This is an optimization exercise on Yosys and OpenROAD, whose aim is small area and few clock cycles per item, not a production implementation. Only simulation tests tie the RTL to the original design; equivalence was not proved. Power is estimated from default activity; no workload was simulated.

// fpu_mul_prenorm_pipe
module fpu_mul_prenorm_pipe #(
  parameter int SIZE_DATA = 8,
  parameter int SIZE_MANT = 24,
  parameter int SIZE_LOPD = 8,
  parameter int BIAS      = 127
) (
  input  logic                   i_clk,
  input  logic                   i_rst_n,
  input  logic                   i_valid,
  output logic                   o_ready,
  input  logic [31:0]            i_data_a,
  input  logic [31:0]            i_data_b,
  output logic                   o_valid,
  input  logic                   i_ready,
  output logic                   o_sign,
  output logic [SIZE_DATA-1:0]   o_data_exp,
  output logic                   o_exp_oor,
  output logic [2*SIZE_MANT-1:0] o_mant_prod,
  output logic                   o_ov_flag,
  output logic                   o_un_flag,
  output logic [SIZE_LOPD-1:0]   o_one_pos,
  output logic                   o_zero_flag
);
  localparam int FP_W    = fpu_mul_pkg::FP_W;
  localparam int EXP_W   = fpu_mul_pkg::EXP_W;
  localparam int FRAC_W  = fpu_mul_pkg::FRAC_W;
  localparam int NBLK    = 8;
  logic                       a_nz, b_nz;
  logic [EXP_W-1:0]           ea, eb;
  logic [SIZE_MANT-1:0]       ma, mb;
  logic [EXP_W:0]             exp_t;
  logic                       exp_oor;
  logic                       r_valid;
  logic                       r_sign;
  logic [SIZE_DATA-1:0]       r_exp;
  logic                       r_oor;
  logic [2*SIZE_MANT-1:0]     r_sn;
  logic [NBLK-2:0]            r_gn;
  logic [2*SIZE_MANT-1:0]     r_prod;
  logic                       load;
  logic [2*SIZE_MANT-1:0]     mul_sn;
  logic [NBLK-2:0]            mul_gn;
  assign a_nz = |i_data_a[FP_W-2:FRAC_W];
  assign b_nz = |i_data_b[FP_W-2:FRAC_W];
  assign ea   = a_nz ? i_data_a[FP_W-2:FRAC_W] : EXP_W'(1);
  assign eb   = b_nz ? i_data_b[FP_W-2:FRAC_W] : EXP_W'(1);
  assign ma   = {a_nz, i_data_a[FRAC_W-1:0]};
  assign mb   = {b_nz, i_data_b[FRAC_W-1:0]};
  assign exp_t   = {1'b0, ea} + {1'b0, eb} + (EXP_W+1)'(1);
  assign exp_oor = exp_t[EXP_W] ? (exp_t[EXP_W-1] | (&exp_t[EXP_W-2:0]))
                                : (~exp_t[EXP_W-1] | ~(|exp_t[EXP_W-2:0]));
  fpu_mul_mant_mul u_mul (.a(ma), .b(mb), .sn(mul_sn), .gn(mul_gn));
  assign load    = ~r_valid | i_ready;
  assign o_ready = load;
  ...
For scale: ~66 flip-flops, ~140 I/O pins.
clock: 8.0 ns
lec_check: 0
cap_margin: 5
core_margin: 2
core_utilization: 40
cts_buf_list: sky130_fd_sc_hd__clkbuf_8
gpl_timing_driven: 0
slew_margin: 5
synth_hierarchical: 1
synth_minimum_keep_size: 0
standard.sh (not shown) runs the stock make flow with config.mk's settings and CLKGATE_MAP_FILE= SYNTH_SCRIPT=/design/flow/synth_recipe.tcl, a recipe that flattens the netlist after the stock synthesis.
==> flow/flow/run.sh <==
#!/bin/bash
# The standard layout, except that the port buffers are sky130_fd_sc_hd__buf_1
# cells (resized later by repair as needed) instead of the delay cells
# buffer_ports picks by default, and clock tree synthesis inserts no dummy loads.
set -euo pipefail
bash standard.sh 'BUFFER_PORTS_ARGS=-buffer_cell sky130_fd_sc_hd__buf_1' \
  'CTS_ARGS=-sink_clustering_enable -repair_clock_nets -dont_use_dummy_load -buf_list sky130_fd_sc_hd__clkbuf_8 -sink_clustering_size 30 -sink_clustering_max_diameter 250' \
  finish > orfs_make.log 2>&1
The starting point produced a clean layout.
Testbench counts at the start, summed over its fixed seeds: cycles 24,008, items 24,000.
Rerun with:
==> flow/flow/run.sh (replaced) <==
#!/bin/bash
# The standard layout, except that the port buffers are sky130_fd_sc_hd__buf_1
# cells (resized later by repair as needed) instead of the delay cells
# buffer_ports picks by default. Every port still gets its own buffer.
set -euo pipefail
bash standard.sh 'BUFFER_PORTS_ARGS=-buffer_cell sky130_fd_sc_hd__buf_1' finish > orfs_make.log 2>&1
Settings changed: CAP_MARGIN 5 to 20, SLEW_MARGIN 5 to 20.
The new run ran to the end with no violations.
Area after synthesis is unchanged.
Global-route usage barely changes.
Worst setup slack improves by 0.028 ns.
Die area stays the same.
Routed wire length is about the same.
Maximum frequency rose by 0.36%.
Sequential power barely changes.

---

Setup of before:
Another version of the RTL of fpu_mul_prenorm_pipe (not shown whole).
For scale: roughly 1400 cells after synthesis, about 66 flip-flops, roughly 140 I/O pins, about 16000 µm² of cells after synthesis.
==> flow/config.mk <==
export PLATFORM = sky130hd
export DESIGN_NAME = fpu_mul_prenorm_pipe
export DESIGN_NICKNAME = fpu_mul_prenorm_pipe
export VERILOG_FILES = /design/flow/design.v
export SDC_FILE = /design/flow/constraint.sdc
export NUM_CORES = 4
export LEC_CHECK = 0
export CAP_MARGIN = 5
export CORE_MARGIN = 2
export CORE_UTILIZATION = 40
export CTS_BUF_LIST = sky130_fd_sc_hd__clkbuf_8
export GPL_TIMING_DRIVEN = 0
export SLEW_MARGIN = 5
export SYNTH_HIERARCHICAL = 1
export SYNTH_MINIMUM_KEEP_SIZE = 0
==> flow/constraint.sdc <==
create_clock -name core_clock -period 8.0 [get_ports {i_clk}]
set_input_delay 1.6000 -clock core_clock [delete_from_list [all_inputs] [get_ports {i_clk}]]
set_output_delay 1.6000 -clock core_clock [all_outputs]
set_load 0.01 [all_outputs]
==> flow/flow/run.sh <==
#!/bin/bash
# The standard layout, except that the port buffers are sky130_fd_sc_hd__buf_1
# cells (resized later by repair as needed) instead of the delay cells
# buffer_ports picks by default, and clock tree synthesis inserts no dummy loads.
set -euo pipefail
bash standard.sh 'BUFFER_PORTS_ARGS=-buffer_cell sky130_fd_sc_hd__buf_1' \
  'CTS_ARGS=-sink_clustering_enable -repair_clock_nets -dont_use_dummy_load -buf_list sky130_fd_sc_hd__clkbuf_8' \
  finish > orfs_make.log 2>&1
Testbench counts of before, summed over its fixed seeds: cycles 24,008, items 24,000.
#### Input delta (after over before)
Settings: CAP_MARGIN: 5 -> 20; SLEW_MARGIN: 5 -> 20.
==> flow/flow/run.sh <==
#!/bin/bash
# The standard layout, except that the port buffers are sky130_fd_sc_hd__buf_1
# cells (resized later by repair as needed) instead of the delay cells
# buffer_ports picks by default, and clock tree synthesis uses larger sink
# clusters and no dummy loads.
set -euo pipefail
bash standard.sh 'BUFFER_PORTS_ARGS=-buffer_cell sky130_fd_sc_hd__buf_1' \
  'CTS_ARGS=-sink_clustering_enable -repair_clock_nets -dont_use_dummy_load -buf_list sky130_fd_sc_hd__clkbuf_16 -sink_clustering_size 34 -sink_clustering_max_diameter 150 -sink_buffer_max_cap_derate 1.0' \
  finish > orfs_make.log 2>&1
Findings:
Per the comparison of after with before, part of the cycle the worst path needs now sits lower, final HPWL from detailed placement rose 0.82%. before reports its highest-delay cell along the critical path as sky130_fd_sc_hd__fa_1 while after reports sky130_fd_sc_hd__inv_2. Combinational group share of total power: higher on before.

afterwards: timing with drivers on the ports:
No port has a modelled driver above. Below, the same layouts with a new extraction and two added sets of constraints. Step 1: set_driving_cell puts a clkbuf_16 on i_clk and a buf_2 on each other input, an assumption about the parent block. Step 2 times the ports against the registers' clock, not the clock port: input delays grow and output delays shrink by t, the midpoint of the rising clock arrivals with the driver on. a / b / c = no drivers / after step 1 / after step 2; a / b = the first two.
| run | shift t [ns] | setup slack, ns | hold WS [ns] | slew at the worst register clock pin (ns) |
|---|---|---|---|---|
| the first run of note 1 | 0.377 | 0.199 / 0.201 / -0.175 | 0.541 / 0.541 / 0.541 | 0.08 / 0.08 |
| the second run of note 1 | 0.383 | 0.226 / 0.244 / -0.139 | 0.544 / 0.544 / 0.544 | 0.08 / 0.08 |
| before | 0.376 | 0.276 / 0.295 / -0.080 | 0.537 / 0.537 / 0.537 | 0.07 / 0.07 |
| after | 0.367 | 0.455 / 0.464 / 0.097 | 0.537 / 0.537 / 0.537 | 0.06 / 0.06 |
Met with ideal ports but missed after step 2: setup timing in the first run of note 1, the second run of note 1 and before. The setup slack of the first run of note 1, which loses most, moves by +0.002 ns with the drivers and by -0.374 ns with both steps.
